This design comes from an exercise in tuning for small area on the open sky130 flow, not from production work.
Where RTL was checked, it was by simulation tests only, not by an equivalence proof against the original.
No functional check of the RTL was part of runs 1, 2, 5 and 6. No driver is modelled on the clock port, so clocking that relies on it looks cheaper here than on a real chip.

File: design/flow/design.v
package demosaic_frame_pkg;
    localparam int FRAME_WIDTH      = 16;    
    localparam int FRAME_HEIGHT     = 10;    
    localparam int MIN_HBLANK       = 4;     
    localparam int MIN_VBLANK_LINES = 3;     
    typedef enum logic [1:0] {
        RGGB = 2'd0,
        GRBG = 2'd1,
        GBRG = 2'd2,
        BGGR = 2'd3
    } bayer_pattern_e;
    localparam bayer_pattern_e BAYER_PATTERN = RGGB;
    localparam int WINDOW_LATENCY = 1;   
    localparam int PIPE_LATENCY   = 5;   
    typedef logic [$clog2(FRAME_HEIGHT + 2)-1:0] row_cnt_t;   
    typedef logic [$clog2(FRAME_WIDTH + 2)-1:0]  col_cnt_t;   
    typedef logic [$clog2(FRAME_WIDTH)-1:0]      col_addr_t;  
endpackage
package demosaic_pixel_pkg;
    localparam int PIX_BITS = 8;
    typedef logic [PIX_BITS-1:0]    pix_t;
    typedef logic [PIX_BITS+1:0]    pix_sum_t;    
    typedef logic [4*PIX_BITS-1:0]  quad_pix_t;   
    typedef logic [25*PIX_BITS-1:0] window_t;     
    typedef enum logic [1:0] {
        SITE_R  = 2'd0,
        SITE_GR = 2'd1,    
        SITE_GB = 2'd2,    
        SITE_B  = 2'd3
    } site_e;
    function automatic logic [PIX_BITS-1:0] quad_pix(input quad_pix_t q, input integer k);
        quad_pix = q[k*PIX_BITS +: PIX_BITS];
    endfunction
    function automatic logic [PIX_BITS-1:0] avg2(input pix_t a, input pix_t b);
        pix_sum_t s;
        s = pix_sum_t'(a) + pix_sum_t'(b);
        avg2 = s[PIX_BITS:1];               
    endfunction
    function automatic logic [PIX_BITS-1:0] avg4(input quad_pix_t q);
        pix_sum_t s;
        s = pix_sum_t'(quad_pix(q, 0)) + pix_sum_t'(quad_pix(q, 1))
          + pix_sum_t'(quad_pix(q, 2)) + pix_sum_t'(quad_pix(q, 3));
        avg4 = s[PIX_BITS+1:2];             
    endfunction
endpackage
`timescale 1ns/1ps
module isp_demosaic (
    input  logic pclk,
    input  logic rst_n,
    input  logic in_vsync,
    input  logic in_href,
    input  demosaic_pixel_pkg::pix_t in_raw,
    output logic out_href,
    output logic out_vsync,
    output demosaic_pixel_pkg::pix_t out_r,
    output demosaic_pixel_pkg::pix_t out_g,
    output demosaic_pixel_pkg::pix_t out_b
);
localparam int D  = 5;     
localparam int SR = 48;    
localparam int GF = 9;     
function automatic logic [7:0] ginterp(input logic [7:0] l, input logic [7:0] r,
                                       input logic [7:0] u, input logic [7:0] d);
    logic [8:0] sh, sv, eh, ev, x, y;
    logic [7:0] dh, dv;
    logic [9:0] s4;
    logic       lt, gt;
    sh = {1'b0, l} + {1'b0, r};
    sv = {1'b0, u} + {1'b0, d};
    eh = {1'b0, l} - {1'b0, r};
    ev = {1'b0, u} - {1'b0, d};
    dh = eh[8] ? -eh[7:0] : eh[7:0];
    dv = ev[8] ? -ev[7:0] : ev[7:0];
    lt = dh < dv;
    gt = dv < dh;
    x  = gt ? sv : sh;             
    y  = lt ? sh : sv;
    s4 = {1'b0, x} + {1'b0, y};
    ginterp = s4[9:2];
endfunction
function automatic logic [7:0] clamp_diff(input logic [7:0] g, input logic [7:0] c, input logic [7:0] m);
    logic [9:0] d;
    d = {2'b0, g} + {2'b0, c} - {2'b0, m};
    clamp_diff = d[9] ? 8'h00 : d[8] ? 8'hff : d[7:0];
endfunction
logic [7:0] raw_d [1:D];
logic [D:1] hr_d;
logic [D:1] vs_d;
always_ff @(posedge pclk) begin
    raw_d[1] <= in_raw;
    for (int k = 2; k <= D; k++)
        raw_d[k] <= raw_d[k-1];
    hr_d <= {hr_d[D-1:1], in_href};
end
always_ff @(posedge pclk or negedge rst_n) begin
    if (!rst_n) begin
        vs_d      <= '0;
        out_vsync <= 1'b0;
    end else begin
        vs_d      <= {vs_d[D-1:1], in_vsync};
        out_vsync <= vs_d[D];
    end
end
logic       vsi, hri;
logic [7:0] rawi;
assign vsi  = vs_d[D];
assign hri  = hr_d[D];
assign rawi = raw_d[D];
logic       active;
logic [3:0] row_cnt;     
logic [4:0] col_cnt;     
logic       flush_row, line_end, slot, shift;
assign flush_row = row_cnt[3] & row_cnt[1];           
assign line_end  = col_cnt[4] & col_cnt[0];           
assign slot      = active & (hri | col_cnt[4] | flush_row);
assign shift     = slot & ~col_cnt[4];
logic       mcol;        
always_ff @(posedge pclk or negedge rst_n) begin
    if (!rst_n) begin
        active  <= 1'b0;
        row_cnt <= '0;
        col_cnt <= '0;
        mcol    <= 1'b0;
    end else if (vsi) begin
        active  <= 1'b1;
        row_cnt <= '0;
        col_cnt <= '0;
        mcol    <= 1'b0;
    end else if (slot) begin
        mcol <= mcol ^ ~line_end;
        if (line_end) begin
            col_cnt <= '0;
            if (row_cnt == 4'd11) begin
                row_cnt <= '0;
                active  <= 1'b0;
            end else
                row_cnt <= row_cnt + 1'b1;
        end else
            col_cnt <= col_cnt + 1'b1;
    end
end
logic [7:0] sr [1:SR];
logic [7:0] tap [0:SR];
always_ff @(posedge pclk) begin
    if (shift) begin
        sr[1] <= rawi;
        for (int k = 2; k <= SR; k++)
            sr[k] <= sr[k-1];
    end
end
always_comb begin
    tap[0] = rawi;
    for (int k = 1; k <= SR; k++)
        tap[k] = sr[k];
end
logic [7:0] up [1:4];
always_ff @(posedge pclk) begin
    up[1] <= tap[48];
    for (int k = 2; k <= 4; k++)
        up[k] <= up[k-1];
end
logic [7:0] g_in [4];
logic [7:0] g_new, g_top;
logic [7:0] gf [1:GF];    
logic       gf_shift;
logic [8:0] v0, v1, v2, v3;   
always_comb begin
    if (mcol) begin       
        g_in[0] = tap[34]; g_in[1] = tap[32]; g_in[2] = up[1];   g_in[3] = tap[17];
    end else begin        
        g_in[0] = tap[18]; g_in[1] = tap[16]; g_in[2] = tap[33]; g_in[3] = tap[1];
    end
    g_new = ginterp(g_in[0], g_in[1], g_in[2], g_in[3]);
    g_top = gf[GF];
    v0    = mcol ? {1'b0, g_new} : {1'b0, g_new} + {1'b0, g_top};
end
assign gf_shift = (shift & mcol) | (slot & col_cnt[4] & ~col_cnt[0] & row_cnt[0]);
always_ff @(posedge pclk) begin
    if (gf_shift) begin
        gf[1] <= g_new;
        for (int k = 2; k <= GF; k++)
            gf[k] <= gf[k-1];
    end
end
always_ff @(posedge pclk) begin
    v1 <= v0;
    v2 <= v1;
    v3 <= v2;
end
logic       valid, border;
logic [1:0] site;         
logic       valid1, border1;
logic [1:0] site1;
logic [7:0] rawc1;
assign valid  = slot & (row_cnt >= 4'd2) & (col_cnt >= 5'd2);
assign border = (row_cnt < 4'd4) | flush_row | (col_cnt < 5'd4) | col_cnt[4];
assign site   = {row_cnt[0], col_cnt[0]};
always_ff @(posedge pclk or negedge rst_n) begin
    if (!rst_n)
        valid1 <= 1'b0;
    else
        valid1 <= valid;
end
always_ff @(posedge pclk) begin
    border1 <= border;
    site1   <= site;
    rawc1   <= line_end ? tap[33] : tap[34];    
end
logic       cgreen;
logic [7:0] g_c, c1_avg, c2_avg, m1, m2;
logic [9:0] w;
logic [7:0] ch1, ch2;
assign cgreen = site1[0] ^ site1[1];
always_comb begin
    logic [9:0] s4;
    logic [8:0] s2, s2v;
    w   = {1'b0, v1} + {1'b0, v3};
    s2  = {1'b0, tap[36]} + {1'b0, tap[34]};                                       
    s4  = {2'b0, up[4]} + {2'b0, up[2]} + {2'b0, tap[20]} + {2'b0, tap[18]};       
    s2v = {1'b0, up[3]} + {1'b0, tap[19]};                                         
    if (cgreen) begin
        g_c    = rawc1;
        c1_avg = s2[8:1];
        m1     = w[8:1];
    end else begin
        g_c    = v2[7:0];
        c1_avg = s4[9:2];
        m1     = w[9:2];
    end
    c2_avg = s2v[8:1];
    m2     = v2[8:1];
    ch1    = clamp_diff(g_c, c1_avg, m1);
    ch2    = clamp_diff(rawc1, c2_avg, m2);
end
assign out_href = valid1;
always_comb begin
    if (!valid1) begin
        out_r = '0;
        out_g = '0;
        out_b = '0;
    end else if (border1) begin
        out_r = rawc1;
        out_g = rawc1;
        out_b = rawc1;
    end else begin
        case (site1)
            2'd0: begin out_r = rawc1; out_g = g_c;   out_b = ch1;   end
            2'd1: begin out_r = ch1;   out_g = rawc1; out_b = ch2;   end
            2'd2: begin out_r = ch2;   out_g = rawc1; out_b = ch1;   end
            default: begin out_r = ch1; out_g = g_c;  out_b = rawc1; end
        endcase
    end
end
endmodule
File: design/flow/run.sh
#!/bin/bash
# synth_recipe.tcl (not shown) runs the flow's synth.tcl, then flattens the netlist and writes it again
# the make line also repeats each setting of config.mk as NAME=value (left out here)
make -C /OpenROAD-flow-scripts/flow DESIGN_CONFIG=/design/flow/config.mk WORK_HOME=/design/flow/orfs CLKGATE_MAP_FILE= SYNTH_SCRIPT=/design/flow/synth_recipe.tcl finish
File: design/flow/config.mk
export PLATFORM = sky130hd
export DESIGN_NAME = isp_demosaic
export DESIGN_NICKNAME = isp_demosaic
export VERILOG_FILES = /design/flow/design.v
export SDC_FILE = /design/flow/constraint.sdc
export NUM_CORES = 4
export LEC_CHECK = 0
export CAP_MARGIN = 20
export CORE_MARGIN = 2
export CORE_UTILIZATION = 40
export CTS_BUF_LIST = sky130_fd_sc_hd__clkbuf_16
export CTS_CLUSTER_DIAMETER = 100
export CTS_CLUSTER_SIZE = 30
export SLEW_MARGIN = 20
File: design/flow/constraint.sdc
create_clock -name core_clock -period 8.0 [get_ports {pclk}]
set_input_delay 1.6000 -clock core_clock [delete_from_list [all_inputs] [get_ports {pclk}]]
set_output_delay 1.6000 -clock core_clock [all_outputs]
set_load 0.01 [all_outputs]
==> results.sh, run 1 <==
export IMPL_run_status="timing/DRC/antenna clean"
export IMPL_cp_arrival_ps=6130
export IMPL_layout_drive_gt1_share=0.0773
export IMPL_finalHoldViolCount=0
export IMPL_cts_inserted_buffers=24
export IMPL_dr_pass1_iters=5
export IMPL_drv_cap=0
export IMPL_route_detailed_drc=0
export IMPL_yosysWarnings=7
export IMPL_synth_cells=1448
export IMPL_synth_cell_type_count=62
export IMPL_ys_seq_elements=589
export IMPL_ioPinCount=38
export IMPL_register_area_um2=16400
export IMPL_final_max_slew_viol_count=0
export IMPL_setup_violations=0
export IMPL_finalCriticalPeriod_ps=7730
export IMPL_via_per_inst=4.93
export IMPL_synth_area_leaders="edfxtp_1 (59%), dfxtp_1 (10%), ha_1 (6.2%)"
export IMPL_fp_dieH_um=244
export IMPL_num_rows=87
export IMPL_clock_path_buffers=3
export IMPL_cts_max_level=1
export IMPL_placedCellCount=2233
export IMPL_die_width_um=244
export IMPL_path_clk_slew_ps=100
export IMPL_via_count=11244
export IMPL_grt_max_degree=206
export IMPL_relSlewSlack=0.231
export IMPL_antenna_found_initial=3
export IMPL_cts_sinks=589
export IMPL_multi_input_area_um2=6410
export IMPL_gp_congestion=0.882
export IMPL_drt_iter0_markers=837
export IMPL_grt_first_pass_wirelength_um=62200
export IMPL_wl_um=40100
export IMPL_crit_family="adder cells"
export IMPL_fill_cells=4969
export IMPL_rsz0062_at_grt="true"
export IMPL_finalClockSkew_ps=28.4
export IMPL_clkLatencyLatePin_ps=590
export IMPL_dp_final_hpwl_um=27400
export IMPL_crit_top_cell="fa_1"
export IMPL_max_stage_delay_ps=550
export IMPL_critPathRequiredTime_ps=6400
export IMPL_core_area_um2=56700
export IMPL_cp_start_kind="flop"
export IMPL_fin_tns_setup_ps=0
export IMPL_cts_root_buffer="clkbuf_16"
export IMPL_diodes=0
export IMPL_synth_edf_count=456
export IMPL_seq_area_frac_synth=0.713
export IMPL_synth_main_ff_cell="edfxtp_1"
export IMPL_track_usage=0.132
export IMPL_cts_tree="done"
export IMPL_initial_core_util=0.406
export IMPL_fin_crit_sh=0.967
export IMPL_die_area_um2=59600
export IMPL_worstSetupPathType="reg2out"
export IMPL_yosysTopAreaCell="edfxtp_1"
export IMPL_cp_max_fo=7
export IMPL_worst_path_buf_inv=1
export IMPL_io_buffers=37
export IMPL_hold_worst_slack_ps=335
export IMPL_wl_per_cell_um=17.6
export IMPL_grt_pass1_vias=11256
export IMPL_cpMaxStageDelayCell="fa_1"
export IMPL_crit_chain="fa_1 -> fa_1 -> ha_1 -> and4b_1 -> o21ai_0 -> nand2_1 -> and2_1 -> o21ai_2 -> a21oi_1 -> xnor2_1 -> o21ai_1 -> fa_1 -> ha_1 -> or2_1 -> a21oi_2 -> o21bai_4 -> xnor2_4 -> nor2_1 -> a21boi_1 -> a32o_1 -> clkdlybuf4s50_1"
export IMPL_critPathCaptureType="output port"
export IMPL_syn_avg_cell_area_um2=15.9
export IMPL_synthesis_area_um2=23100
export IMPL_synth_top_area_frac=0.594
export IMPL_synth_async_reset_ratio=0.0306
export IMPL_hp_class="reg2reg"
export IMPL_fin_nets=1675
export IMPL_syn_num_nets=1614
export IMPL_fmax_ghz=0.129
export IMPL_synthToLayoutAreaGrowth_pct=10.3
export IMPL_worst_pin_slew_ps=1150
export IMPL_grt_overflow=0
export IMPL_final_cells=2283
export IMPL_drt_antenna_violating_nets=0
[registers in the layout (all words and copies together) (netlist names)]
name and flops:
sr 384, gf 72, raw_d 40, up 32, v1 9, v2 9, v3 9, rawc1 8
col_cnt 5, hr_d 5, vs_d 5, row_cnt 4, site1 2, active 1, border1 1, mcol 1
out_vsync 1, valid1 1
[final timing paths]
| kind | from | endpoint | slack, ps | cells after the start |
|---|---|---|---|---|
| hold / removal | raw_d[4][1] | raw_d[5][1] | 340 | 0 |
| min in group asynchronous | rst_n | mcol | 1530 | 1 |
| setup / recovery | sr[18][2] | out_r[5] | 270 | 21 |
| setup reg to reg | mcol | v1[6] | 590 | 31 |
| max in group asynchronous | rst_n | mcol | 5800 | 1 |
| hold reg to reg | raw_d[4][1] | raw_d[5][1] | 340 | 0 |
[cell usage after synthesis (7+ instances only)]
cell type and instances:
o21ai_0 41, o21ai_1 20, mux2i_1 40, edfxtp_1 456, xor2_1 25, dfrtp_1 18
dfxtp_1 115, nand2_1 64, xnor2_1 57, ha_1 114, or3_1 7, a21o_1 19
inv_1 78, a21oi_1 72, nor2_1 58, nand3_1 9, o21a_1 9, mux2_2 30
fa_1 40, o21bai_1 25, clkbuf_1 15, nand2b_1 17, and2_1 10, nor3_1 9
nor2b_1 12
[cell type report]
class,count,area share
Sequential cell,589,0.647
Inverter,79,0.0117
Clock buffer,25,0.0246
Timing Repair Buffer,59,0.0231
Tap cell,756,0.0372
Multi-Input combinational cell,756,0.252
Clock inverter,19,0.00418
[logic make-up (layout without fill, tap and decap cells)]
kind of cell	Yosys count	count (layout)	share of synthesized area
AO/OA/AOI/OAI	246	246	0.0678
XOR/XNOR	82	82	0.0312
adder cells (fa/ha/maj)	154	154	0.0966
buffers and inverters	103	182	0.0170
flip-flops	589	589	0.713
multiplexers	71	71	0.0325
AND/OR/NAND/NOR	203	203	0.0415
[cell usage in the layout, fill, tap and decap left out, types with 9 or more instances in the layout]
| master | count |
|---|---|
| xnor2_1 | 56 |
| o21ai_0 | 38 |
| mux2i_1 | 40 |
| and2_1 | 9 |
| o21bai_1 | 24 |
| nand2_1 | 64 |
| edfxtp_1 | 456 |
| xor2_1 | 25 |
| ha_1 | 114 |
| clkbuf_16 | 25 |
| a21oi_1 | 66 |
| a21o_1 | 19 |
| dfxtp_1 | 115 |
| nor2b_1 | 12 |
| nor2_1 | 54 |
| clkdlybuf4s50_1 | 26 |
| fa_1 | 40 |
| dlymetal6s2s_1 | 11 |
| inv_1 | 92 |
| nand2b_1 | 15 |
| o21ai_1 | 21 |
| dfrtp_1 | 17 |
| o21a_1 | 9 |
| mux2_2 | 30 |
| buf_4 | 20 |
[through the flow]
step	cell area, um2	utilization	setup WS [ps]
finish	25400	0.448	266
global route	25400	0.448	-24.7
CTS	25200	0.445	0.266
detailed placement	24400	0.431	295
global placement	24400	0.431	376
floorplan	23100	-	690
[what timing repair did]
item                                    CTS  global route
endpoints found under the setup margin   15            18
setup buffers                             3             3
pin swaps                                 1             6
resized for setup                         7            42
hold buffers                              0             0
[routing by layer]
layer  share of wire  up-vias  GRT usage
met3           0.030       40     0.0161
met4           0.020        0     0.0298
met5               0        -          0
li1                -     5411          -
met1            0.50     5649      0.196
met2            0.45      144      0.210
==> run 2: changes to the inputs <==
--- a/design/flow/design.v
+++ b/design/flow/design.v
@@ -58,7 +58,7 @@
 );
 localparam int D  = 5;     
 localparam int SR = 48;    
-localparam int GF = 9;     
+localparam int GF = 8;     
 function automatic logic [7:0] ginterp(input logic [7:0] l, input logic [7:0] r,
                                        input logic [7:0] u, input logic [7:0] d);
     logic [8:0] sh, sv, eh, ev, x, y;
@@ -174,7 +174,7 @@
     g_top = gf[GF];
     v0    = mcol ? {1'b0, g_new} : {1'b0, g_new} + {1'b0, g_top};
 end
-assign gf_shift = (shift & mcol) | (slot & col_cnt[4] & ~col_cnt[0] & row_cnt[0]);
+assign gf_shift = shift & mcol & (|col_cnt);
 always_ff @(posedge pclk) begin
     if (gf_shift) begin
         gf[1] <= g_new;
==> results.sh, run 2 <==
export IMPL_run_status="timing/DRC/antenna clean"
export IMPL_worst_path_buf_inv=1
export IMPL_synth_edf_count=448
export IMPL_critPathCaptureType="output port"
export IMPL_grt_overflow=0
export IMPL_path_clk_slew_ps=110
export IMPL_ioPinCount=38
export IMPL_synth_area_leaders="edfxtp_1 (59%), dfxtp_1 (10%), ha_1 (6.3%)"
export IMPL_critPathRequiredTime_ps=6400
export IMPL_cp_start_kind="flop"
export IMPL_dr_pass1_iters=4
export IMPL_antenna_found_initial=4
export IMPL_rsz0062_at_grt="true"
export IMPL_crit_chain="fa_1 -> fa_1 -> ha_1 -> and4b_1 -> o21ai_0 -> nand2_1 -> and2_1 -> o21ai_2 -> nand2b_1 -> xnor2_1 -> o21ai_2 -> fa_1 -> ha_4 -> nand2_1 -> o21ai_2 -> o211ai_1 -> a21oi_2 -> nand3_2 -> o22ai_2 -> clkdlybuf4s50_1"
export IMPL_final_common_cell="edfxtp_1"
export IMPL_cp_max_fo=4
export IMPL_post_route_util=0.447
export IMPL_placedCellCount=2244
export IMPL_finalCriticalPeriod_ps=7740
export IMPL_worstSetupPathType="reg2out"
export IMPL_clkLatencyLatePin_ps=590
export IMPL_final_cell_mix="edfxtp_1 (448), dfxtp_1 (115), ha_1 (112)"
export IMPL_clock_path_buffers=3
export IMPL_final_cells=2297
export IMPL_cts_tree="done"
export IMPL_cts_root_buffer="clkbuf_16"
export IMPL_via_count=11219
export IMPL_drt_iter0_markers=832
export IMPL_synth_async_reset_ratio=0.0310
export IMPL_ff2ff_setup_slack_ps=740
export IMPL_finalClockSkew_ps=24.9
export IMPL_final_max_slew_viol_count=0
export IMPL_fmax_ghz=0.129
export IMPL_ys_seq_elements=581
export IMPL_top_register="sr"
export IMPL_die_area_um2=59100
export IMPL_finalHoldViolCount=0
export IMPL_synth_cell_type_count=59
export IMPL_synth_main_ff_cell="edfxtp_1"
export IMPL_drv_cap=0
export IMPL_gp_congestion=0.830
export IMPL_grt_max_degree=202
export IMPL_route_detailed_drc=0
export IMPL_track_usage=0.137
export IMPL_max_stage_delay_ps=610
export IMPL_wl_per_cell_um=18.0
export IMPL_cts_inserted_buffers=24
export IMPL_drt_antenna_violating_nets=0
export IMPL_fill_cells=5004
export IMPL_reg_top3="sr: 384 flops, gf: 64 flops, raw_d: 40 flops"
export IMPL_initial_core_util=0.405
export IMPL_syn_num_nets=1619
export IMPL_yosysWarnings=7
export IMPL_yosysTopAreaCell="edfxtp_1"
export IMPL_grt_pass1_vias=11317
export IMPL_synth_top_area_frac=0.588
export IMPL_cpMaxStageDelayCell="fa_1"
export IMPL_io_buffers=37
export IMPL_hold_buffers=0
export IMPL_worst_pin_slew_ps=1190
export IMPL_hp_class="reg2reg"
export IMPL_hp_start="raw_d[3][3]"
export IMPL_cts_sinks=581
export IMPL_syn_avg_cell_area_um2=15.8
export IMPL_via_per_inst=4.88
export IMPL_layout_drive_gt1_share=0.0838
export IMPL_relSlewSlack=0.207
export IMPL_startpoint="sr[18][2]"
export IMPL_worstReg2RegStart="mcol"
export IMPL_wl_um=41300
export IMPL_die_width_um=243
export IMPL_synthToLayoutAreaGrowth_pct=10.3
export IMPL_fin_nets=1690
export IMPL_crit_family="adder cells"
export IMPL_setup_violations=0
export IMPL_fp_dieH_um=243
export IMPL_seq_area_frac_synth=0.708
export IMPL_num_rows=87
export IMPL_synthTopCellsByCount="edfxtp_1 (448), dfxtp_1 (115), ha_1 (115)"
export IMPL_grt_first_pass_wirelength_um=64000
export IMPL_fin_crit_sh=0.968
export IMPL_cp_arrival_ps=6140
export IMPL_synthMostInstantiatedCell="edfxtp_1"
export IMPL_cts_max_level=1
export IMPL_core_area_um2=56500
export IMPL_synthesis_area_um2=22900
export IMPL_synth_cells=1452
export IMPL_dp_final_hpwl_um=28900
export IMPL_largest_reg_flops=384
run 2: changes by cell type after synthesis, moves of 8 or more:
cell	previous run	this run
nand2b_1	17	9
edfxtp_1	456	448
o21ai_0	41	64
o21ai_1	20	3
a21oi_1	72	83
run 2: per-layer routing:
metal,vias to the layer above,GRT usage,routed length [um]
met5,-,0,0
met4,0,0.0287,745
met3,39,0.0169,1330
met2,143,0.218,18700
met1,5591,0.204,20500
li1,5446,-,-
run 2: path summary, 6_finish.rpt:
kind	endpoint	cells past startpoint
min in group asynchronous	mcol	1
max	out_b[2]	20
min	raw_d[4][3]	0
min reg2reg	raw_d[4][3]	0
max in group asynchronous	col_cnt[4]	1
max reg2reg	v1[7]	31
run 2: cells by family after synthesis:
| group | count (synthesis) | share of synthesized area |
|---|---|---|
| DFF | 581 | 0.708 |
| buffers and inverters | 104 | 0.0175 |
| muxes | 74 | 0.0342 |
| AOI/OAI and AO/OA | 265 | 0.0720 |
| and+or+nand+nor | 188 | 0.0378 |
| adders and majority gates | 156 | 0.0983 |
| xor gates and xnor gates | 84 | 0.0321 |
run 2: timing repair:
item / 4_1_cts / 5_1_grt
pin swaps: 3 / 7
setup buffers: 2 / 7
gates resized for setup: 23 / 21
setup endpoints to repair: 16 / 16
run 2: final cells by class:
class / instances / area, um2 / area share
Antenna cell: 1 / 2.50 / 0.0000991
Clock buffer: 25 / 626 / 0.0248
Clock inverter: 18 / 105 / 0.00416
Inverter: 79 / 297 / 0.0117
Multi-Input combinational cell: 767 / 6420 / 0.254
Sequential cell: 581 / 16200 / 0.642
Tap cell: 756 / 946 / 0.0375
Timing Repair Buffer: 70 / 641 / 0.0254
run 2: per-stage QoR:
stage	hold WS (ps)	setup WS, ps	instance area [um2]	setup TNS [ps]
6_report	333	258	25200	0
5_1_grt	342	-38.5	25200	-64.4
4_1_cts	338	24.1	25100	0
3_5_place_dp	312	23.5	24300	0
3_3_place_gp	310	33.1	24300	0
2_1_floorplan	310	-215	22900	-13790
==> run 3: changes to the inputs <==
--- a/design/flow/design.v
+++ b/design/flow/design.v
@@ -153,20 +153,18 @@
     for (int k = 1; k <= SR; k++)
         tap[k] = sr[k];
 end
-logic [7:0] up [1:4];
-always_ff @(posedge pclk) begin
-    up[1] <= tap[48];
-    for (int k = 2; k <= 4; k++)
-        up[k] <= up[k-1];
-end
+logic [7:0] up1;
+always_ff @(posedge pclk)
+    up1 <= tap[48];
 logic [7:0] g_in [4];
 logic [7:0] g_new, g_top;
 logic [7:0] gf [1:GF];    
 logic       gf_shift;
 logic [8:0] v0, v1, v2, v3;   
+logic [8:0] k0, k1, k2, k3;   
 always_comb begin
     if (mcol) begin       
-        g_in[0] = tap[34]; g_in[1] = tap[32]; g_in[2] = up[1];   g_in[3] = tap[17];
+        g_in[0] = tap[34]; g_in[1] = tap[32]; g_in[2] = up1;     g_in[3] = tap[17];
     end else begin        
         g_in[0] = tap[18]; g_in[1] = tap[16]; g_in[2] = tap[33]; g_in[3] = tap[1];
     end
@@ -182,10 +180,14 @@
             gf[k] <= gf[k-1];
     end
 end
+assign k0 = mcol ? {1'b0, tap[33]} : {1'b0, up1} + {1'b0, tap[17]};
 always_ff @(posedge pclk) begin
     v1 <= v0;
     v2 <= v1;
     v3 <= v2;
+    k1 <= k0;
+    k2 <= k1;
+    k3 <= k2;
 end
 logic       valid, border;
 logic [1:0] site;         
@@ -212,22 +214,19 @@
 logic [7:0] ch1, ch2;
 assign cgreen = site1[0] ^ site1[1];
 always_comb begin
-    logic [9:0] s4;
-    logic [8:0] s2, s2v;
-    w   = {1'b0, v1} + {1'b0, v3};
-    s2  = {1'b0, tap[36]} + {1'b0, tap[34]};                                       
-    s4  = {2'b0, up[4]} + {2'b0, up[2]} + {2'b0, tap[20]} + {2'b0, tap[18]};       
-    s2v = {1'b0, up[3]} + {1'b0, tap[19]};                                         
-    if (cgreen) begin
+    logic [9:0] a;
+    a = {1'b0, k1} + {1'b0, k3};      
+    w = {1'b0, v1} + {1'b0, v3};      
+    if (cgreen) begin                 
         g_c    = rawc1;
-        c1_avg = s2[8:1];
+        c1_avg = a[8:1];
         m1     = w[8:1];
-    end else begin
+    end else begin                    
         g_c    = v2[7:0];
-        c1_avg = s4[9:2];
+        c1_avg = a[9:2];
         m1     = w[9:2];
     end
-    c2_avg = s2v[8:1];
+    c2_avg = k2[8:1];                 
     m2     = v2[8:1];
     ch1    = clamp_diff(g_c, c1_avg, m1);
     ch2    = clamp_diff(rawc1, c2_avg, m2);
==> design/flow/flow/run.sh (new file) <==
#!/bin/bash
# Own flow: the standard layout (standard synthesis unchanged), with plain
# buf_1 cells as the port buffers and no dummy loads in the clock tree.
set -euo pipefail
bash standard.sh \
  "BUFFER_PORTS_ARGS=-buffer_cell sky130_fd_sc_hd__buf_1" \
  "CTS_ARGS=-sink_clustering_enable -repair_clock_nets -buf_list sky130_fd_sc_hd__clkbuf_16 -sink_clustering_size 30 -sink_clustering_max_diameter 100 -dont_use_dummy_load" \
  finish > standard.log 2>&1
==> design/flow/standard.sh (new file) <==
#!/bin/bash
# synth_recipe.tcl (not shown) runs the flow's synth.tcl, then flattens the netlist and writes it again
# the make line also repeats each setting of config.mk as NAME=value (left out here)
make -C /OpenROAD-flow-scripts/flow DESIGN_CONFIG=/design/flow/config.mk WORK_HOME=/design/flow/orfs CLKGATE_MAP_FILE= SYNTH_SCRIPT=/design/flow/synth_recipe.tcl "${@:-finish}"
removed: design/flow/run.sh
==> results.sh, run 3 <==
export IMPL_die_width_um=242
export IMPL_final_common_cell="edfxtp_1"
export IMPL_finalHoldViolCount=0
export IMPL_relSlewSlack=0.287
export IMPL_synth_area_leaders="edfxtp_1 (59%), dfxtp_1 (10%), ha_1 (6.1%)"
export IMPL_min_to="raw_d[2][0]"
export IMPL_register_area_um2=16300
export IMPL_reg_top3="sr: 384 flops, gf: 64 flops, raw_d: 40 flops"
export IMPL_synth_edf_count=448
export IMPL_worst_pin_slew_ps=1060
export IMPL_via_per_inst=4.89
export IMPL_holdPathStages=0
export IMPL_ys_seq_elements=584
export IMPL_path_clk_slew_ps=100
export IMPL_num_rows=87
export IMPL_finalCriticalPeriod_ps=7330
export IMPL_grt_pass1_vias=10925
export IMPL_post_cts_setup_buffers=0
export IMPL_hp_class="reg2reg"
export IMPL_max_stage_delay_ps=730
export IMPL_top_register="sr"
export IMPL_layout_drive_gt1_share=0.0599
export IMPL_worstReg2RegStart="mcol"
export IMPL_synthesis_area_um2=22600
export IMPL_cp_start_kind="flop"
export IMPL_clock_path_buffers=3
export IMPL_diodes=0
export IMPL_worstSetupPathType="reg2reg"
export IMPL_gp_congestion=0.811
export IMPL_syn_num_nets=1595
export IMPL_fp_dieH_um=242
export IMPL_io_buffers=37
export IMPL_route_detailed_drc=0
export IMPL_drv_cap=0
export IMPL_ff2ff_path_depth=30
export IMPL_track_usage=0.132
export IMPL_critPathRequiredTime_ps=8460
export IMPL_synthTopCellsByCount="edfxtp_1 (448), dfxtp_1 (118), ha_1 (110)"
export IMPL_ff2ff_setup_slack_ps=670
export IMPL_wl_per_cell_um=17.2
export IMPL_grtUsageMet3=0.0178
export IMPL_synth_main_ff_cell="edfxtp_1"
export IMPL_initial_core_util=0.403
export IMPL_postLayoutCellArea_um2=24400
export IMPL_drt_antenna_violating_nets=0
export IMPL_largest_reg_flops=384
export IMPL_use_met1=0.194
export IMPL_final_max_slew_viol_count=0
export IMPL_grt_overflow=0
export IMPL_syn_avg_cell_area_um2=15.6
export IMPL_cts_max_level=1
export IMPL_synthToLayoutAreaGrowth_pct=7.89
export IMPL_fmax_ghz=0.136
export IMPL_multi_input_area_um2=5910
export IMPL_seq_area_frac_synth=0.719
export IMPL_rsz0062_at_grt="false"
export IMPL_clkLatencyLatePin_ps=600
export IMPL_dp_final_hpwl_um=27000
export IMPL_hold_worst_slack_ps=325
export IMPL_fill_cells=5037
export IMPL_core_area_um2=56200
export IMPL_busiest_layer="met2"
export IMPL_cts_tree="done"
export IMPL_synth_top_area_frac=0.595
export IMPL_setup_violations=0
export IMPL_synthMostInstantiatedCell="edfxtp_1"
export IMPL_dr_pass1_iters=5
export IMPL_synth_cells=1449
export IMPL_hp_start="raw_d[1][0]"
export IMPL_via_count=11036
export IMPL_place_area_um2=23800
export IMPL_cts_root_buffer="clkbuf_16"
export IMPL_grt_first_pass_wirelength_um=61200
export IMPL_timing_rr_end="v1[7]"
export IMPL_fin_nets=1650
export IMPL_critPathCaptureType="flop"
export IMPL_antenna_found_initial=0
export IMPL_cts_inserted_buffers=25
export IMPL_wl_um=38800
export IMPL_final_cell_mix="edfxtp_1 (448), dfxtp_1 (118), ha_1 (110)"
export IMPL_fin_crit_sh=0.916
export IMPL_die_area_um2=58500
export IMPL_grtUsageMet2=0.207
export IMPL_cts_sinks=584
export IMPL_ioPinCount=38
export IMPL_run_status="timing/DRC/antenna clean"
export IMPL_drt_iter0_markers=883
export IMPL_synth_cell_type_count=60
export IMPL_yosysTopAreaCell="edfxtp_1"
export IMPL_synth_async_reset_ratio=0.0308
export IMPL_grt_max_degree=199
export IMPL_cp_max_fo=21
export IMPL_cpMaxStageDelayCell="dfrtp_2"
export IMPL_cp_arrival_ps=7790
export IMPL_yosysWarnings=6
export IMPL_finalClockSkew_ps=86.9
==> run 3: metrics by stage <==
step	std cells	worst slack, ps	setup TNS (ps)	utilization
detailed placement	2233	489	0	0.423
global placement	2233	657	0	0.423
global route	2258	133	0	0.435
floorplan	1449	-215	-13790	-
finish	2258	670	0	0.435
CTS	2258	477	0	0.435
==> run 3: cells by family after synthesis <==
| group | share of synthesized area |
|---|---|
| simple gates | 0.0367 |
| compound gates | 0.0748 |
| buf+inv | 0.0211 |
| xor+xnor | 0.0286 |
| flops | 0.719 |
| mux | 0.0379 |
| fa+ha+maj | 0.0821 |
==> run 3: final cells by class <==
type,count,share of cell area
timing repair buffer,48,0.0107
inverter,107,0.0165
sequential,584,0.666
multi-input combinational,738,0.242
clock buffer,25,0.0256
tap,756,0.0387
==> run 3: worst max path at each step <==
stage	startpoint	end	depth (start not counted)	slack (ps)
global route	mcol	v1[7]	30	130
global placement	mcol	v1[7]	30	660
detailed placement	mcol	v1[7]	30	490
CTS	mcol	v1[7]	30	480
finish	mcol	v1[7]	30	670
floorplan	row_cnt[3]	gf[1][0]	4	-220
==> run 3: layer usage <==
| metal | part of all wire | up-vias |
|---|---|---|
| met2 | 0.45 | 149 |
| met5 | 0 | - |
| met4 | 0.023 | 0 |
| met1 | 0.50 | 5468 |
| li1 | - | 5376 |
| met3 | 0.031 | 43 |
==> run 3: worst max-delay path: cells and delay by family, from the launching register on <==
family | cells | cell delay [ps]
adders and majority gates | 5 | 1520
AOI/OAI and AO/OA | 14 | 2670
DFF | 1 | 730
xor gates and xnor gates | 4 | 730
and+or+nand+nor | 5 | 830
muxes | 2 | 780
==> run 3: repair_timing <==
item,CTS,global route
resized for setup,0,2
hold buffers,0,0
setup endpoints to repair,0,2
==> run 4: changes to the inputs <==
==> design/flow/run.sh (new file) <==
#!/bin/bash
# synth_recipe.tcl (not shown) runs the flow's synth.tcl, then flattens the netlist and writes it again
# the make line also repeats each setting of config.mk as NAME=value (left out here)
make -C /OpenROAD-flow-scripts/flow DESIGN_CONFIG=/design/flow/config.mk WORK_HOME=/design/flow/orfs CLKGATE_MAP_FILE= SYNTH_SCRIPT=/design/flow/synth_recipe.tcl finish
removed: design/flow/flow/run.sh
removed: design/flow/standard.sh
==> results.sh, run 4 <==
export IMPL_synthTopCellsByCount="edfxtp_1 (448), dfxtp_1 (118), ha_1 (110)"
export IMPL_diodes=0
export IMPL_synth_async_reset_ratio=0.0308
export IMPL_fmax_ghz=0.133
export IMPL_post_cts_setup_buffers=0
export IMPL_gp_congestion=0.841
export IMPL_ioPinCount=38
export IMPL_crit_chain="and2_1 -> fa_1 -> a21o_1 -> a21oi_1 -> o21bai_1 -> a21oi_1 -> xnor2_1 -> mux2_2 -> fa_1 -> inv_1 -> ha_1 -> o21ai_0 -> o21ai_0 -> nand3_1 -> a21oi_1 -> o21ai_0 -> a311oi_1 -> clkdlybuf4s50_1"
export IMPL_finalHoldViolCount=0
export IMPL_num_rows=87
export IMPL_fp_dieH_um=242
export IMPL_post_route_util=0.441
export IMPL_wl_per_cell_um=17.0
export IMPL_hold_buffers=0
export IMPL_seq_area_frac_synth=0.719
export IMPL_dr_pass1_iters=5
export IMPL_worst_path_stages=18
export IMPL_initial_core_util=0.403
export IMPL_final_cell_mix="edfxtp_1 (448), inv_1 (121), dfxtp_1 (118)"
export IMPL_fin_tns_setup_ps=0
export IMPL_cts_inserted_buffers=24
export IMPL_via_per_inst=4.89
export IMPL_clkLatencyLatePin_ps=600
export IMPL_final_common_cell="edfxtp_1"
export IMPL_drt_iter0_markers=755
export IMPL_fin_nets=1648
export IMPL_yosys_area_share_simple=0.0367
export IMPL_cts_root_buffer="clkbuf_16"
export IMPL_synthMostInstantiatedCell="edfxtp_1"
export IMPL_grt_max_degree=218
export IMPL_fill_cells=5023
export IMPL_grt_overflow=0
export IMPL_route_detailed_drc=0
export IMPL_path_clk_slew_ps=110
export IMPL_antenna_found_initial=1
export IMPL_layout_drive_gt1_share=0.0612
export IMPL_synth_top_area_frac=0.595
export IMPL_synth_cells=1449
export IMPL_wl_um=38800
export IMPL_synth_edf_count=448
export IMPL_crit_end="out_b[0]"
export IMPL_grt_pass1_vias=10978
export IMPL_timing_rr_end="v1[7]"
export IMPL_synth_top_family_by_area="adder cells"
export IMPL_die_width_um=242
export IMPL_yosysWarnings=6
export IMPL_startpoint="v1[0]"
export IMPL_largest_reg_flops=384
export IMPL_ff2ff_path_depth=30
export IMPL_io_buffers=37
export IMPL_run_status="timing/DRC/antenna clean"
export IMPL_synth_xor_area_frac=0.0286
export IMPL_ff2ff_setup_slack_ps=610
export IMPL_reg_top3="sr: 384 flops, gf: 64 flops, raw_d: 40 flops"
export IMPL_ys_seq_elements=584
export IMPL_worstSetupPathType="reg2out"
export IMPL_final_cells=2276
export IMPL_synth_area_leaders="edfxtp_1 (59%), dfxtp_1 (10%), ha_1 (6.1%)"
export IMPL_top_register="sr"
export IMPL_relSlewSlack=0.300
export IMPL_clock_path_buffers=3
export IMPL_syn_num_nets=1595
export IMPL_synth_cell_type_count=60
export IMPL_core_area_um2=56200
export IMPL_drv_cap=0
export IMPL_cp_arrival_ps=5910
export IMPL_dp_final_hpwl_um=26900
export IMPL_worst_path_buf_inv=2
export IMPL_critPathRequiredTime_ps=6400
export IMPL_critPathCaptureType="output port"
export IMPL_synthesis_area_um2=22600
export IMPL_synth_main_ff_cell="edfxtp_1"
export IMPL_worst_pin_slew_ps=1040
export IMPL_post_cts_resized=0
export IMPL_cts_sinks=584
export IMPL_crit_family="compound AO/OA/AOI/OAI gates"
export IMPL_die_area_um2=58500
export IMPL_finalClockSkew_ps=40.8
export IMPL_cp_start_kind="flop"
export IMPL_grt_first_pass_wirelength_um=61100
export IMPL_drt_antenna_violating_nets=0
export IMPL_track_usage=0.131
export IMPL_max_stage_delay_ps=600
export IMPL_cpMaxStageDelayCell="clkdlybuf4s50_1"
export IMPL_cts_max_level=1
export IMPL_final_max_slew_viol_count=0
export IMPL_hp_class="reg2reg"
export IMPL_fin_crit_sh=0.939
export IMPL_cts_tree="done"
export IMPL_synthMuxAreaShare=0.0379
export IMPL_via_count=11119
export IMPL_yosysTopAreaCell="edfxtp_1"
export IMPL_setup_violations=0
export IMPL_synth_adder_area_share=0.0821
export IMPL_synthToLayoutAreaGrowth_pct=9.55
export IMPL_cp_max_fo=6
export IMPL_placedCellCount=2231
export IMPL_synth_compound_area_share=0.0748
export IMPL_worstReg2RegStart="mcol"
export IMPL_finalCriticalPeriod_ps=7510
export IMPL_syn_avg_cell_area_um2=15.6
export IMPL_rsz0062_at_grt="false"
run 4: worst reg2reg max path, delay by kind of cell (launching register included):
family                     cells  cell delay (ps)
xor gates and xnor gates       4              640
and+or+nand+nor                5              870
DFF                            1              710
AOI/OAI and AO/OA             14             2700
adders and majority gates      5             1580
muxes                          2              780
run 4: worst min path at each step:
stage                 from     endpoint  slack (ps)  cells after the start
3_5_place_dp   raw_d[1][1]  raw_d[2][1]         310                      0
4_1_cts        raw_d[4][5]  raw_d[5][5]         330                      0
2_1_floorplan      hr_d[1]      hr_d[2]         310                      0
5_1_grt        raw_d[2][2]  raw_d[3][2]         340                      0
6_report       raw_d[2][4]  raw_d[3][4]         330                      0
3_3_place_gp   raw_d[4][5]  raw_d[5][5]         310                      0
run 4: layout make-up:
cell class | count | area (um2) | share of cell area
flip-flops and latches | 584 | 16300 | 0.656
well taps | 756 | 946 | 0.0382
multi-input cells | 738 | 5920 | 0.239
repair buffers | 47 | 490 | 0.0198
inverters | 107 | 402 | 0.0162
clock inverters | 20 | 164 | 0.00661
clock buffers | 24 | 601 | 0.0242
run 4: routing by layer:
metal	GRT usage	vias up	wire length, um
li1	-	5381	-
met1	0.194	5530	19300
met2	0.206	161	17400
met3	0.0160	47	1150
met4	0.0309	0	877
met5	0	-	0
run 4: logic make-up (layout without fill, tap and decap cells):
family | count (synthesis) | in the layout
multiplexers | 81 | 81
XOR/XNOR | 74 | 74
AO/OA/AOI/OAI | 270 | 270
adder cells (fa/ha/maj) | 134 | 134
flip-flops | 584 | 584
buffers and inverters | 127 | 198
AND/OR/NAND/NOR | 179 | 179
run 4: metrics by stage:
stage               setup slack, ps  hold WS, ps  instance area, um2
global route                   49.6          342               24800
global placement                701          310               24000
finish                          491          329               24800
floorplan                      -215          310               22700
CTS                             249          333               24700
detailed placement              559          312               24000
==> run 5: changes to the inputs <==
--- a/design/flow/design.v
+++ b/design/flow/design.v
@@ -59,28 +59,57 @@
 localparam int D  = 5;     
 localparam int SR = 48;    
 localparam int GF = 8;     
+function automatic logic [8:0] add8(input logic [7:0] a, input logic [7:0] b, input logic cin);
+    logic c;
+    c = cin;
+    for (int i = 0; i < 8; i++) begin
+        add8[i] = a[i] ^ b[i] ^ c;
+        c = (a[i] & b[i]) | (a[i] & c) | (b[i] & c);
+    end
+    add8[8] = c;
+endfunction
+function automatic logic [9:0] add9(input logic [8:0] a, input logic [8:0] b, input logic cin);
+    logic c;
+    c = cin;
+    for (int i = 0; i < 9; i++) begin
+        add9[i] = a[i] ^ b[i] ^ c;
+        c = (a[i] & b[i]) | (a[i] & c) | (b[i] & c);
+    end
+    add9[9] = c;
+endfunction
+function automatic logic [10:0] add10(input logic [9:0] a, input logic [9:0] b, input logic cin);
+    logic c;
+    c = cin;
+    for (int i = 0; i < 10; i++) begin
+        add10[i] = a[i] ^ b[i] ^ c;
+        c = (a[i] & b[i]) | (a[i] & c) | (b[i] & c);
+    end
+    add10[10] = c;
+endfunction
 function automatic logic [7:0] ginterp(input logic [7:0] l, input logic [7:0] r,
                                        input logic [7:0] u, input logic [7:0] d);
     logic [8:0] sh, sv, eh, ev, x, y;
     logic [7:0] dh, dv;
     logic [9:0] s4;
     logic       lt, gt;
-    sh = {1'b0, l} + {1'b0, r};
-    sv = {1'b0, u} + {1'b0, d};
-    eh = {1'b0, l} - {1'b0, r};
-    ev = {1'b0, u} - {1'b0, d};
-    dh = eh[8] ? -eh[7:0] : eh[7:0];
-    dv = ev[8] ? -ev[7:0] : ev[7:0];
+    sh = add8(l, r, 1'b0);
+    sv = add8(u, d, 1'b0);
+    eh = add8(l, ~r, 1'b1);        
+    ev = add8(u, ~d, 1'b1);
+    dh = eh[8] ? eh[7:0] : -eh[7:0];
+    dv = ev[8] ? ev[7:0] : -ev[7:0];
     lt = dh < dv;
     gt = dv < dh;
     x  = gt ? sv : sh;             
     y  = lt ? sh : sv;
-    s4 = {1'b0, x} + {1'b0, y};
+    s4 = add9(x, y, 1'b0);
     ginterp = s4[9:2];
 endfunction
 function automatic logic [7:0] clamp_diff(input logic [7:0] g, input logic [7:0] c, input logic [7:0] m);
-    logic [9:0] d;
-    d = {2'b0, g} + {2'b0, c} - {2'b0, m};
+    logic [8:0] p;
+    logic [10:0] d;
+    p = add8(g, c, 1'b0);
+    d = add10({1'b0, p}, {2'b11, ~m}, 1'b1);    
     clamp_diff = d[9] ? 8'h00 : d[8] ? 8'hff : d[7:0];
 endfunction
 logic [7:0] raw_d [1:D];
@@ -170,7 +199,7 @@
     end
     g_new = ginterp(g_in[0], g_in[1], g_in[2], g_in[3]);
     g_top = gf[GF];
-    v0    = mcol ? {1'b0, g_new} : {1'b0, g_new} + {1'b0, g_top};
+    v0    = mcol ? {1'b0, g_new} : add8(g_new, g_top, 1'b0);
 end
 assign gf_shift = shift & mcol & (|col_cnt);
 always_ff @(posedge pclk) begin
@@ -180,7 +209,7 @@
             gf[k] <= gf[k-1];
     end
 end
-assign k0 = mcol ? {1'b0, tap[33]} : {1'b0, up1} + {1'b0, tap[17]};
+assign k0 = mcol ? {1'b0, tap[33]} : add8(up1, tap[17], 1'b0);
 always_ff @(posedge pclk) begin
     v1 <= v0;
     v2 <= v1;
@@ -215,8 +244,8 @@
 assign cgreen = site1[0] ^ site1[1];
 always_comb begin
     logic [9:0] a;
-    a = {1'b0, k1} + {1'b0, k3};      
-    w = {1'b0, v1} + {1'b0, v3};      
+    a = add9(k1, k3, 1'b0);           
+    w = add9(v1, v3, 1'b0);           
     if (cgreen) begin                 
         g_c    = rawc1;
         c1_avg = a[8:1];
==> results.sh, run 5 <==
export IMPL_relSlewSlack=0.195
export IMPL_antenna_found_initial=1
export IMPL_final_max_slew_viol_count=0
export IMPL_crit_top_cell="fa_2"
export IMPL_synth_edf_count=448
export IMPL_synth_cells=1134
export IMPL_seq_area_frac_synth=0.768
export IMPL_wl_um=34300
export IMPL_clkLatencyLatePin_ps=590
export IMPL_fill_cells=4438
export IMPL_cp_arrival_ps=9280
export IMPL_dr_pass1_iters=5
export IMPL_synthTopCellsByCount="edfxtp_1 (448), dfxtp_1 (118), inv_1 (107)"
export IMPL_finalClockSkew_ps=35.9
export IMPL_fin_crit_sh=1.10
export IMPL_cpMaxStageDelayCell="dfrtp_2"
export IMPL_final_cell_mix="edfxtp_1 (448), inv_1 (117), dfxtp_1 (117)"
export IMPL_syn_avg_cell_area_um2=18.7
export IMPL_core_area_um2=52400
export IMPL_cts_root_buffer="clkbuf_16"
export IMPL_track_usage=0.126
export IMPL_setup_ws_ps=-762
export IMPL_wl_per_cell_um=17.4
export IMPL_cts_tree="done"
export IMPL_grt_pass1_vias=9246
export IMPL_grt_first_pass_wirelength_um=52900
export IMPL_cp_max_fo=8
export IMPL_largest_reg_flops=384
export IMPL_post_route_util=0.461
export IMPL_drt_iter0_markers=633
export IMPL_diodes=0
export IMPL_hold_buffers=0
export IMPL_gp_congestion=0.867
export IMPL_hp_class="reg2reg"
export IMPL_synth_cell_type_count=52
export IMPL_synth_main_ff_cell="edfxtp_1"
export IMPL_cts_sinks=584
export IMPL_synth_top_area_frac=0.635
export IMPL_route_detailed_drc=0
export IMPL_synthMostInstantiatedCell="edfxtp_1"
export IMPL_cts_inserted_buffers=24
export IMPL_drt_antenna_violating_nets=0
export IMPL_worstSetupPathType="reg2reg"
export IMPL_drv_cap=0
export IMPL_synthesis_area_um2=21200
export IMPL_path_clk_slew_ps=110
export IMPL_synthToLayoutAreaGrowth_pct=14.1
export IMPL_worst_pin_slew_ps=1210
export IMPL_run_status="failed layout checks"
export IMPL_ys_seq_elements=584
export IMPL_reg_top3="sr: 384 flops, gf: 64 flops, raw_d: 40 flops"
export IMPL_top_register="sr"
export IMPL_cp_start_kind="flop"
export IMPL_ioPinCount=38
export IMPL_die_width_um=234
export IMPL_layout_drive_gt1_share=0.213
export IMPL_failed_checks="negative setup slack"
export IMPL_cts_max_level=1
export IMPL_via_count=9150
export IMPL_via_per_inst=4.64
export IMPL_setup_violations=20
export IMPL_finalCriticalPeriod_ps=8760
export IMPL_grt_max_degree=189
export IMPL_num_rows=84
export IMPL_grt_overflow=0
export IMPL_max_stage_delay_ps=540
export IMPL_critPathRequiredTime_ps=8520
export IMPL_final_common_cell="edfxtp_1"
export IMPL_fin_nets=1403
export IMPL_finalHoldViolCount=0
export IMPL_clock_path_buffers=3
export IMPL_die_area_um2=54800
export IMPL_synth_area_leaders="edfxtp_1 (63%), dfxtp_1 (11%), fa_1 (8.8%)"
export IMPL_yosysTopAreaCell="edfxtp_1"
export IMPL_io_buffers=37
export IMPL_synth_async_reset_ratio=0.0308
export IMPL_rsz0062_at_grt="true"
export IMPL_dp_final_hpwl_um=22800
export IMPL_fp_dieH_um=234
export IMPL_fmax_ghz=0.114
export IMPL_register_area_um2=16300
export IMPL_initial_core_util=0.404
export IMPL_yosysWarnings=6
export IMPL_syn_num_nets=1270
export IMPL_multi_input_area_um2=4850
export IMPL_critPathCaptureType="flop"
==> run 5: cell count changes after synthesis, sizes merged, moves of 16 or more <==
cell | previous run | this run
a21o | 20 | 2
a21oi | 74 | 35
fa | 24 | 93
ha | 110 | 31
nor2 | 68 | 25
o21a | 17 | 1
o21ai | 75 | 23
o21bai | 22 | 1
xnor2 | 56 | 9
==> run 5: path summary, 6_finish.rpt <==
path	start	to	slack, ps	cells after the start
max in group asynchronous	rst_n	valid1	6660	1
worst max register to register	mcol	v1[7]	-760	29
worst max-delay path	mcol	v1[7]	-760	29
min in group asynchronous	rst_n	vs_d[5]	970	1
worst min-delay path	raw_d[1][0]	raw_d[2][0]	330	0
worst min register to register	raw_d[1][0]	raw_d[2][0]	330	0
==> run 5: layer usage <==
metal	global-route usage	wire [um]
met5	0	13
met4	0.0370	1030
met3	0.0214	1230
met2	0.192	15200
met1	0.186	16800
==> run 5: what timing repair did <==
item,in CTS,in global routing
resized for setup,125,27
setup endpoints to repair,22,23
pin swaps,26,29
buffers inserted,16,8
endpoints found under the hold margin,0,0
==> run 5: through the flow <==
| stage | TNS, ps | setup slack (ps) | instances | hold WS [ps] | instance area [um2] |
|---|---|---|---|---|---|
| final | -4130 | -762 | 1973 | 325 | 24200 |
| after global routing | -9290 | -1090 | 1973 | 328 | 24200 |
| after CTS | -6130 | -723 | 1967 | 326 | 24000 |
| after detailed placement | -9290 | -769 | 1909 | 312 | 23000 |
| after global placement | -8190 | -626 | 1909 | 310 | 23000 |
| after floorplan | -15780 | -443 | 1134 | 310 | 21400 |
==> run 5: logic make-up after synthesis <==
kind of cell	synth area share
xor+xnor	0.00579
compound gates	0.0302
simple gates	0.0217
fa+ha+maj	0.106
flops	0.768
buf+inv	0.0236
mux	0.0451
==> run 5: area by class of cell <==
cell class,instances,share of cell area
Sequential cell,584,0.673
Multi-Input combinational cell,421,0.201
Timing Repair Buffer,129,0.0436
Tap cell,688,0.0356
Clock buffer,24,0.0248
Inverter,107,0.0166
Clock inverter,20,0.00580
==> run 5: worst max-delay path: cells and delay by family, from the launching register on <==
| kind | cells | cell delay (ps) |
|---|---|---|
| AO/OA/AOI/OAI | 2 | 310 |
| XOR/XNOR | 1 | 270 |
| adder cells (fa/ha/maj) | 16 | 5590 |
| buffers and inverters | 4 | 330 |
| flip-flops | 1 | 540 |
| multiplexers | 3 | 750 |
| AND/OR/NAND/NOR | 3 | 900 |
==> run 6: changes to the inputs <==
==> design/flow/flow/run.sh (new file) <==
#!/bin/bash
# Own flow: the standard layout (standard synthesis unchanged), with plain
# buf_1 cells as the port buffers and no dummy loads in the clock tree.
set -euo pipefail
bash standard.sh \
  "BUFFER_PORTS_ARGS=-buffer_cell sky130_fd_sc_hd__buf_1" \
  "CTS_ARGS=-sink_clustering_enable -repair_clock_nets -buf_list sky130_fd_sc_hd__clkbuf_16 -sink_clustering_size 30 -sink_clustering_max_diameter 100 -dont_use_dummy_load" \
  finish > standard.log 2>&1
==> design/flow/standard.sh (new file) <==
#!/bin/bash
# synth_recipe.tcl (not shown) runs the flow's synth.tcl, then flattens the netlist and writes it again
# the make line also repeats each setting of config.mk as NAME=value (left out here)
make -C /OpenROAD-flow-scripts/flow DESIGN_CONFIG=/design/flow/config.mk WORK_HOME=/design/flow/orfs CLKGATE_MAP_FILE= SYNTH_SCRIPT=/design/flow/synth_recipe.tcl "${@:-finish}"
removed: design/flow/run.sh
==> results.sh, run 6 <==
export IMPL_initial_core_util=0.404
export IMPL_max_stage_delay_ps=490
export IMPL_final_max_slew_viol_count=0
export IMPL_antenna_found_initial=1
export IMPL_failed_checks="negative setup slack"
export IMPL_gp_congestion=0.875
export IMPL_finalCriticalPeriod_ps=8770
export IMPL_synth_edf_count=448
export IMPL_cts_tree="done"
export IMPL_wl_per_cell_um=17.4
export IMPL_setup_ws_ps=-769
export IMPL_seq_area_frac_synth=0.768
export IMPL_syn_num_nets=1270
export IMPL_num_rows=84
export IMPL_crit_top_cell="fa_2"
export IMPL_layout_drive_gt1_share=0.193
export IMPL_synth_main_ff_cell="edfxtp_1"
export IMPL_final_common_cell="edfxtp_1"
export IMPL_dp_final_hpwl_um=22700
export IMPL_synth_cells=1134
export IMPL_run_status="failed layout checks"
export IMPL_ys_seq_elements=584
export IMPL_via_count=9077
export IMPL_hp_class="reg2reg"
export IMPL_yosysWarnings=6
export IMPL_synthMostInstantiatedCell="edfxtp_1"
export IMPL_grt_max_degree=199
export IMPL_fin_crit_sh=1.10
export IMPL_diodes=0
export IMPL_cpMaxStageDelayCell="dfrtp_2"
export IMPL_cts_inserted_buffers=23
export IMPL_synthToLayoutAreaGrowth_pct=11.9
export IMPL_cts_root_buffer="clkbuf_16"
export IMPL_drt_iter0_markers=700
export IMPL_cp_start_kind="flop"
export IMPL_ioPinCount=38
export IMPL_fin_nets=1385
export IMPL_reg_top3="sr: 384 flops, gf: 64 flops, raw_d: 40 flops"
export IMPL_top_register="sr"
export IMPL_synth_area_leaders="edfxtp_1 (63%), dfxtp_1 (11%), fa_1 (8.8%)"
export IMPL_post_route_util=0.452
export IMPL_cp_arrival_ps=9250
export IMPL_hold_worst_slack_ps=326
export IMPL_dr_pass1_iters=4
export IMPL_pre_cts_ws_ps=-715
export IMPL_grt_pass1_vias=9075
export IMPL_die_area_um2=54800
export IMPL_setup_violations=21
export IMPL_clkLatencyLatePin_ps=580
export IMPL_grt_overflow=0
export IMPL_fp_dieH_um=234
export IMPL_wl_um=33700
export IMPL_route_detailed_drc=0
export IMPL_rsz0062_at_grt="true"
export IMPL_worst_pin_slew_ps=1150
export IMPL_fmax_ghz=0.114
export IMPL_synth_top_area_frac=0.635
export IMPL_relSlewSlack=0.236
export IMPL_drv_cap=0
export IMPL_clock_path_buffers=3
export IMPL_worstSetupPathType="reg2reg"
export IMPL_cts_sinks=584
export IMPL_place_area_um2=22700
export IMPL_critPathRequiredTime_ps=8480
export IMPL_via_per_inst=4.69
export IMPL_critPathCaptureType="flop"
export IMPL_synthesis_area_um2=21200
export IMPL_io_buffers=37
export IMPL_finalClockSkew_ps=43.6
export IMPL_core_area_um2=52400
export IMPL_cts_max_level=1
export IMPL_synth_async_reset_ratio=0.0308
export IMPL_hold_buffers=0
export IMPL_die_width_um=234
export IMPL_synth_cell_type_count=52
export IMPL_final_cell_mix="edfxtp_1 (448), dfxtp_1 (117), inv_1 (101)"
export IMPL_drt_antenna_violating_nets=0
export IMPL_yosysTopAreaCell="edfxtp_1"
export IMPL_synthTopCellsByCount="edfxtp_1 (448), dfxtp_1 (118), inv_1 (107)"
export IMPL_cp_max_fo=7
export IMPL_path_clk_slew_ps=110
export IMPL_track_usage=0.124
export IMPL_postLayoutCellArea_um2=23700
export IMPL_fin_tns_setup_ps=-4570
export IMPL_grt_first_pass_wirelength_um=51800
export IMPL_finalHoldViolCount=0
export IMPL_largest_reg_flops=384
export IMPL_syn_avg_cell_area_um2=18.7
[run 6: area by class of cell]
| type | instances | area (um2) |
|---|---|---|
| Clock buffer | 23 | 576 |
| Fill cell | 4446 | 28700 |
| Inverter | 107 | 402 |
| Multi-Input combinational cell | 421 | 4820 |
| Sequential cell | 584 | 16300 |
| Tap cell | 688 | 861 |
| Timing Repair Buffer | 112 | 781 |
[run 6: cell families (layout without fill, tap and decap cells)]
logic type	Yosys count	in the layout	share of synthesized area
flops	584	584	0.768
simple gates	95	95	0.0217
compound gates	97	97	0.0302
buf+inv	129	242	0.0236
fa+ha+maj	124	124	0.106
xor+xnor	14	14	0.00579
mux	91	91	0.0451
[run 6: worst paths after layout]
| path | startpoint | end | slack [ps] | cells after the start |
|---|---|---|---|---|
| setup / recovery | mcol | v1[7] | -770 | 30 |
| hold / removal | raw_d[4][0] | raw_d[5][0] | 330 | 0 |
| setup reg to reg | mcol | v1[7] | -770 | 30 |
| hold reg to reg | raw_d[4][0] | raw_d[5][0] | 330 | 0 |
| max in group asynchronous | rst_n | col_cnt[1] | 6780 | 2 |
| min in group asynchronous | rst_n | mcol | 980 | 2 |
[run 6: critical path, delay by kind of cell, from the launching register on]
| kind | cells | cell delay, ps |
|---|---|---|
| fa+ha+maj | 17 | 6140 |
| mux | 3 | 750 |
| buf+inv | 6 | 670 |
| flops | 1 | 490 |
| compound gates | 2 | 260 |
| xor+xnor | 1 | 180 |
| simple gates | 1 | 150 |
[run 6: timing repair]
action                                 in CTS  in global routing
pin swaps                                  24                 18
gates resized for setup                    54                 35
setup endpoints to repair                  22                 23
endpoints found under the hold margin       0                  0
setup buffers                               4                  9
gates cloned                                0                  0
[run 6: per-layer routing]
metal	up-vias	global-route usage	wire, um
met3	47	0.0197	1160
li1	4265	-	-
met5	-	0	14
met4	2	0.0277	790
met2	124	0.190	15000
met1	4639	0.186	16800
[run 6: metrics by stage]
stage | instances
final | 1935
after global routing | 1935
after CTS | 1926
after detailed placement | 1899
after global placement | 1899
after floorplan | 1134

==> afterwards: timing with drivers on the ports <==
The flow's constraints put no driver on any port. The routed layouts listed below were extracted and timed again, unchanged, in two steps. Step 1: set_driving_cell puts a clkbuf_16 on pclk and a buf_2 on each other input, an assumption about the parent block. Step 2 moves the port delays by t, midway between the first and last clock arrival at a register: inputs arrive t later, outputs are due t later. That takes back most of the time a late clock gives input paths. a / b / c = ideal ports / drivers / drivers and shift; a / b = the first two.
run	t (ns)	slack for setup (ns)	worst slew at a driven data input, ns
run 1	0.627	0.266 / 0.212 / 0.587	0.03
run 2	0.630	0.258 / 0.203 / 0.739	0.03
run 3	0.606	0.670 / 0.670 / 0.670	0.03
run 4	0.631	0.491 / 0.437 / 0.614	0.03
run 5	0.621	-0.762 / -0.762 / -0.762	0.03
run 6	0.607	-0.769 / -0.769 / -0.769	0.03
